This design comes from an exercise in tuning for small area, a short achievable clock period and few clock cycles per item on the open sky130 flow, not from production work. RTL that was checked went through simulation tests only; none was proved equivalent to the original.

Design fft8_top, start of the top module:
module fft8_top (
  input  logic              clk,
  input  logic              rst_n,
  input  logic              valid_in,
  input  fft8_pkg::sample_t data_in_re,
  input  fft8_pkg::sample_t data_in_im,
  output logic              ready,
  output logic              valid_out,
  output fft8_pkg::result_t data_out_re,
  output fft8_pkg::result_t data_out_im
);
For scale: ~2000 cells after synthesis, about 63 I/O pins, about 0.021 sq mm of cells after synthesis.
export LEC_CHECK = 0
export CAP_MARGIN = 20
export CORE_MARGIN = 2
export CORE_UTILIZATION = 40
export SLEW_MARGIN = 20
create_clock -name core_clock -period 8.0 [get_ports {clk}]
run.sh (not shown) runs the stock make flow with config.mk's settings and CLKGATE_MAP_FILE= SYNTH_SCRIPT=/design/flow/synth_recipe.tcl, a recipe that flattens the netlist after the stock synthesis.
The baseline passed the timing, design-rule and antenna checks.
Testbench counts at the start, summed over its fixed seeds: cycles 4,200, frames 512.
Change:
- CORE_UTILIZATION: 40 -> 65
- SETUP_SLACK_MARGIN: unset -> 4.5
Cell area went up by 0.38%.
Die area is lower by 38%.
Fmax went up by 30%.
Area after synthesis stays the same.
Non-clock buffer count went up by 17.
Routed wire length drops by 0.54%.
Core utilization goes up by 29 points.
Worst hold slack improved by 0.011 ns.
Global-route usage grows by 9.6 points.
Sequential share of layout area decreases by 0.13 points.


Another version of the RTL of fft8_top (not shown whole).
Size in the first run: ~2100 cells after synthesis, roughly 470 flip-flops, about 63 I/O pins, ~21000 sq um of cells after synthesis.
Settings: LEC_CHECK=0, CAP_MARGIN=20, CORE_MARGIN=2, CORE_UTILIZATION=65, CTS_CLUSTER_DIAMETER=100, CTS_CLUSTER_SIZE=24, SETUP_SLACK_MARGIN=5.0, SLEW_MARGIN=20; clock period 8.0 ns.
standard.sh (not shown) runs the stock make flow with config.mk's settings and CLKGATE_MAP_FILE= SYNTH_SCRIPT=/design/flow/synth_recipe.tcl, a recipe that flattens the netlist after the stock synthesis.
==> flow/flow/run.sh <==
#!/bin/bash
# Own flow: the standard flow (standard synthesis unchanged), with
# stronger port buffers and a deeper setup repair. Each tool's log is
# kept by ORFS under orfs/logs; make's own output goes to standard.log.
set -euo pipefail
bash standard.sh \
  "BUFFER_PORTS_ARGS=-buffer_cell sky130_fd_sc_hd__buf_4" \
  SETUP_SLACK_MARGIN=5.37 \
  finish > standard.log 2>&1
The baseline completed with no timing, DRC or antenna violations.
Testbench counts at the start, summed over its fixed seeds: cycles 4,200, frames 512.
Change:
--- a/flow/flow/run.sh
+++ b/flow/flow/run.sh
@@ -6,4 +6,4 @@
 bash standard.sh \
   "BUFFER_PORTS_ARGS=-buffer_cell sky130_fd_sc_hd__buf_4" \
-  SETUP_SLACK_MARGIN=5.37 \
+  SETUP_SLACK_MARGIN=5.33 \
   finish > standard.log 2>&1
The new run finished clean; synthesized area does not change; die area stays the same; critical path depth is unchanged; wire length hardly moves; setup slack is about the same; cell area drops by 0.51%.


Setup of 07-19:
Another version of the RTL of fft8_top (not shown whole).
Size in the first run: roughly 470 flip-flops, ~0.022 sq mm of cells after synthesis.
export LEC_CHECK = 0
export CAP_MARGIN = 20
export CORE_MARGIN = 2
export CORE_UTILIZATION = 65
export SETUP_SLACK_MARGIN = 4.5
export SLEW_MARGIN = 20
create_clock -name core_clock -period 8.0 [get_ports {clk}]
run.sh (not shown) runs the stock make flow with config.mk's settings and CLKGATE_MAP_FILE= SYNTH_SCRIPT=/design/flow/synth_recipe.tcl, a recipe that flattens the netlist after the stock synthesis.
Stock flow here: none of the scripts above is used.
Inputs modified between 07-19 and 01-07:
diff --git a/flow/config.mk b/flow/config.mk
--- a/flow/config.mk
+++ b/flow/config.mk
@@ -9,4 +9,4 @@
 export CORE_MARGIN = 2
 export CORE_UTILIZATION = 65
-export SETUP_SLACK_MARGIN = 4.5
+export SETUP_SLACK_MARGIN = 5.0
 export SLEW_MARGIN = 20
## What came out
Relative to 07-19, number of clock buffers inserted by TritonCTS has decreased by 2.1% in 01-07.
01-07: shortest period the worst path allows 220 ps below 07-19
In the flow results for 01-07 and 07-19, the clock-buffer cell count is smaller on 01-07.
07-19 -> 01-07: clock skew flat
01-07 finished every stage and its layout cleared the timing, design-rule and antenna checks.
Synthesized cell count: 07-19 vs 01-07 identical
Compared with 07-19, 01-07 shows final weighted congestion of routability-driven global placement higher by 1.2%.
Comparing final core utilization for 01-07 and 07-19, the bigger number came from 01-07.
Count of nets after finishing delta for 01-07 relative to 07-19: about 0.6% higher
No run of this note included a check of the RTL's function; only the layout flow was run.


Another version of the RTL of fft8_top (not shown whole).
Size: about 2200 cells after synthesis, ~63 I/O pins, roughly 22000 sq um of cells after synthesis.
==> flow/design.v (excerpt) <==
module fft8_top (
  input  logic              clk,
  input  logic              rst_n,
  input  logic              valid_in,
  input  fft8_pkg::sample_t data_in_re,
  input  fft8_pkg::sample_t data_in_im,
  output logic              ready,
  output logic              valid_out,
  output fft8_pkg::result_t data_out_re,
  output fft8_pkg::result_t data_out_im
);
clock: 8.0 ns
lec_check: 0
cap_margin: 20
core_margin: 2
core_utilization: 65
setup_slack_margin: 5.0
slew_margin: 20
The baseline finished clean.
==> next run, changes <==
SETUP_SLACK_MARGIN = 4.5   (was 5.0)
Result: The changed run finished clean; maximum frequency decreases by 6.2%; design area went down by 2.8%.
No functional check of the RTL was part of any run of this note.


Setup of run 1:
fft8_top, a different RTL version from the one above (not shown whole).
Size: ~470 flip-flops, roughly 63 I/O pins, about 0.022 mm^2 of cells after synthesis.
Settings: LEC_CHECK=0, CAP_MARGIN=20, CORE_MARGIN=2, CORE_UTILIZATION=65, CTS_CLUSTER_DIAMETER=100, CTS_CLUSTER_SIZE=24, SETUP_SLACK_MARGIN=5.0, SLEW_MARGIN=20; clock period 8.0 ns.
standard.sh (not shown) runs the stock make flow with config.mk's settings and CLKGATE_MAP_FILE= SYNTH_SCRIPT=/design/flow/synth_recipe.tcl, a recipe that flattens the netlist after the stock synthesis.
==> flow/flow/run.sh <==
#!/bin/bash
# Own flow: the standard flow (standard synthesis unchanged), with
# stronger port buffers and a deeper setup repair. Each tool's log is
# kept by ORFS under orfs/logs; make's own output goes to standard.log.
set -euo pipefail
bash standard.sh \
  "BUFFER_PORTS_ARGS=-buffer_cell sky130_fd_sc_hd__buf_4" \
  SETUP_SLACK_MARGIN=5.5 \
  finish > standard.log 2>&1
Testbench counts of run 1, summed over its fixed seeds: cycles 4,200, frames 512.
Inputs modified between run 1 and run 3:
diff --git a/flow/flow/run.sh b/flow/flow/run.sh
--- a/flow/flow/run.sh
+++ b/flow/flow/run.sh
@@ -7,3 +7,3 @@
   "BUFFER_PORTS_ARGS=-buffer_cell sky130_fd_sc_hd__buf_4" \
-  SETUP_SLACK_MARGIN=5.5 \
+  SETUP_SLACK_MARGIN=5.3 \
   finish > standard.log 2>&1
Results
- Run 3 completed every stage of the flow, and the final layout passed the timing, design-rule and antenna checks.
- Reported for run 1 and run 3, die area turned out identical to the last digit.
- Run 3 vs. run 1: post-placement setup slack moved down, total wire length has decreased.
- In run 3, the final critical delay including setup and external delays came out 0.020 ns below the value in run 1.
- From run 1 to run 3 the numbers moved as follows: non-clock buffer instance count of the final layout saw a decrease; total track usage lost 0.50 points.
- Run 3 ended up with a lower growth of design area from synthesis to finish than run 1 did.
- Filler cell count grows by a little under 10% when moving from run 1 to run 3.
- Relative to run 1, number of clock buffers in the layout increased by 2 in run 3.


fft8_top, a different RTL version from the one above (not shown whole).
For scale: about 470 flip-flops, about 21000 um2 of cells after synthesis.
Design fft8_top, start of the top module:
module fft8_top (
  input  logic              clk,
  input  logic              rst_n,
  input  logic              valid_in,
  input  fft8_pkg::sample_t data_in_re,
  input  fft8_pkg::sample_t data_in_im,
  output logic              ready,
  output logic              valid_out,
  output fft8_pkg::result_t data_out_re,
  output fft8_pkg::result_t data_out_im
);
  fft8_pkg::index_t          count;
  fft8_pkg::index_t          count_up;
  logic                      hold;
  logic signed [13:0]   s1_re, s1_im;
  logic signed [13+1:0] s2_re, s2_im;
  fft8_pkg::result_t         s3_re, s3_im;
  sample_counter u_counter (
    .clk   (clk),
    .rst_n (rst_n),
    .hold  (hold),
    .count    (count),
    .count_up (count_up)
  );
  frame_ctrl u_ctrl (
    .clk       (clk),
    .rst_n     (rst_n),
    .valid_in  (valid_in),
    .count     (count),
    .hold      (hold),
    .ready     (ready),
    .valid_out (valid_out)
  );
  sdf_stage1 u_stage1 (
    .clk      (clk),
    .count_up (count_up),
    .in_re  (data_in_re),
    .in_im  (data_in_im),
    .out_re (s1_re),
    .out_im (s1_im)
  );
  sdf_stage2 u_stage2 (
    .clk      (clk),
    .count_up (count_up),
    .in_re  (s1_re),
    .in_im  (s1_im),
    .out_re (s2_re),
    .out_im (s2_im)
  );
  sdf_stage3 u_stage3 (
    .clk      (clk),
    .count_up (count_up),
    .in_re  (s2_re),
    .in_im  (s2_im),
    .out_re (s3_re),
    .out_im (s3_im)
  );
  reorder_buffer u_reorder (
    .clk      (clk),
    .count_up (count_up),
    .wr_re (s3_re),
    .wr_im (s3_im),
    .rd_re (data_out_re),
    .rd_im (data_out_im)
  );
endmodule
clock: 8.0 ns
lec_check: 0
cap_margin: 20
core_margin: 2
core_utilization: 65
cts_cluster_diameter: 100
cts_cluster_size: 24
setup_slack_margin: 5.0
slew_margin: 20
==> flow/flow/run.sh <==
#!/bin/bash
# Own flow: the standard flow (standard synthesis unchanged), with
# stronger port buffers and a deeper setup repair. Each tool's log is
# kept by ORFS under orfs/logs; make's own output goes to standard.log.
set -euo pipefail
bash standard.sh \
  "BUFFER_PORTS_ARGS=-buffer_cell sky130_fd_sc_hd__buf_4" \
  SETUP_SLACK_MARGIN=5.3 \
  finish > standard.log 2>&1
The starting point produced a clean layout.
Edit:
==> flow/run.sh (new file) <==
#!/bin/bash
# synth_recipe.tcl (not shown) runs the flow's synth.tcl, then flattens the netlist and writes it again
# the make line also repeats each setting of config.mk as NAME=value (left out here)
make -C /OpenROAD-flow-scripts/flow DESIGN_CONFIG=/design/flow/config.mk WORK_HOME=/design/flow/orfs CLKGATE_MAP_FILE= SYNTH_SCRIPT=/design/flow/synth_recipe.tcl finish
removed: flow/flow/run.sh
removed: flow/standard.sh
After rerunning: Via count fell by 2.2%. Global-route usage goes down by 0.88 points. Sequential share of layout area rose by 1.3 points. Synthesized area is unchanged. Design area drops by 3.4%. Worst setup slack gets worse by 0.23 ns. Register-to-register slack gets worse by 0.23 ns. Maximum frequency falls by 8.0%. Die area stays the same. Worst hold slack gets better by 0.0044 ns.
Function was not checked in any run of this note: the RTL went through the layout flow alone.

[port drivers added, routing unchanged]
Ports are ideal in the flow. The routed layouts listed here were re-timed in OpenROAD. Step 1 (the two cells are an assumption about what drives the block):
set clk [get_ports {clk}]
set_driving_cell -lib_cell sky130_fd_sc_hd__clkbuf_16 $clk
set_driving_cell -lib_cell sky130_fd_sc_hd__buf_2 [delete_from_list [all_inputs] $clk]
Step 2, shift: input delay + t, output delay - t, t = (earliest + latest rising clock arrival at the registers) / 2. This alone moves slack from input paths to output paths. a / b / c = ideal ports / drivers / drivers and shift; a / b = the first two.
| run | t, ns | slack for setup (ns) | worst setup path after step 2 | latest minus earliest clock arrival (ns) |
|---|---|---|---|---|
| the first run of note 1 | 0.629 | 3.554 / 3.554 / 3.554 | register to register | 0.019 / 0.019 |
| the second run of note 1 | 0.631 | 4.583 / 4.583 / 4.583 | register to register | 0.020 / 0.020 |
| the first run of note 2 | 0.593 | 5.325 / 5.275 / 5.377 | register to register | 0.034 / 0.034 |
| the second run of note 2 | 0.593 | 5.326 / 5.276 / 5.392 | register to register | 0.036 / 0.037 |
| 07-19 | 0.619 | 4.633 / 4.633 / 4.633 | register to register | 0.018 / 0.018 |
| 01-07 | 0.624 | 4.850 / 4.850 / 4.850 | register to register | 0.020 / 0.020 |
| the first run of note 4 | 0.625 | 4.873 / 4.873 / 4.546 | input to register | 0.023 / 0.023 |
| the second run of note 4 | 0.621 | 4.666 / 4.666 / 4.282 | input to register | 0.015 / 0.015 |
| run 1 | 0.597 | 5.288 / 5.236 / 5.455 | input to register | 0.025 / 0.025 |
| run 3 | 0.603 | 5.308 / 5.252 / 5.393 | register to register | 0.020 / 0.019 |
| the first run of note 6 | 0.596 | 5.306 / 5.253 / 5.315 | register to register | 0.021 / 0.020 |
| the second run of note 6 | 0.587 | 5.071 / 5.071 / 5.071 | register to register | 0.027 / 0.027 |
After both steps every run listed still meets setup and hold. The setup slack of the second run of note 4, which loses most, moves by 0.000 ns with the drivers and by -0.384 ns with both steps.
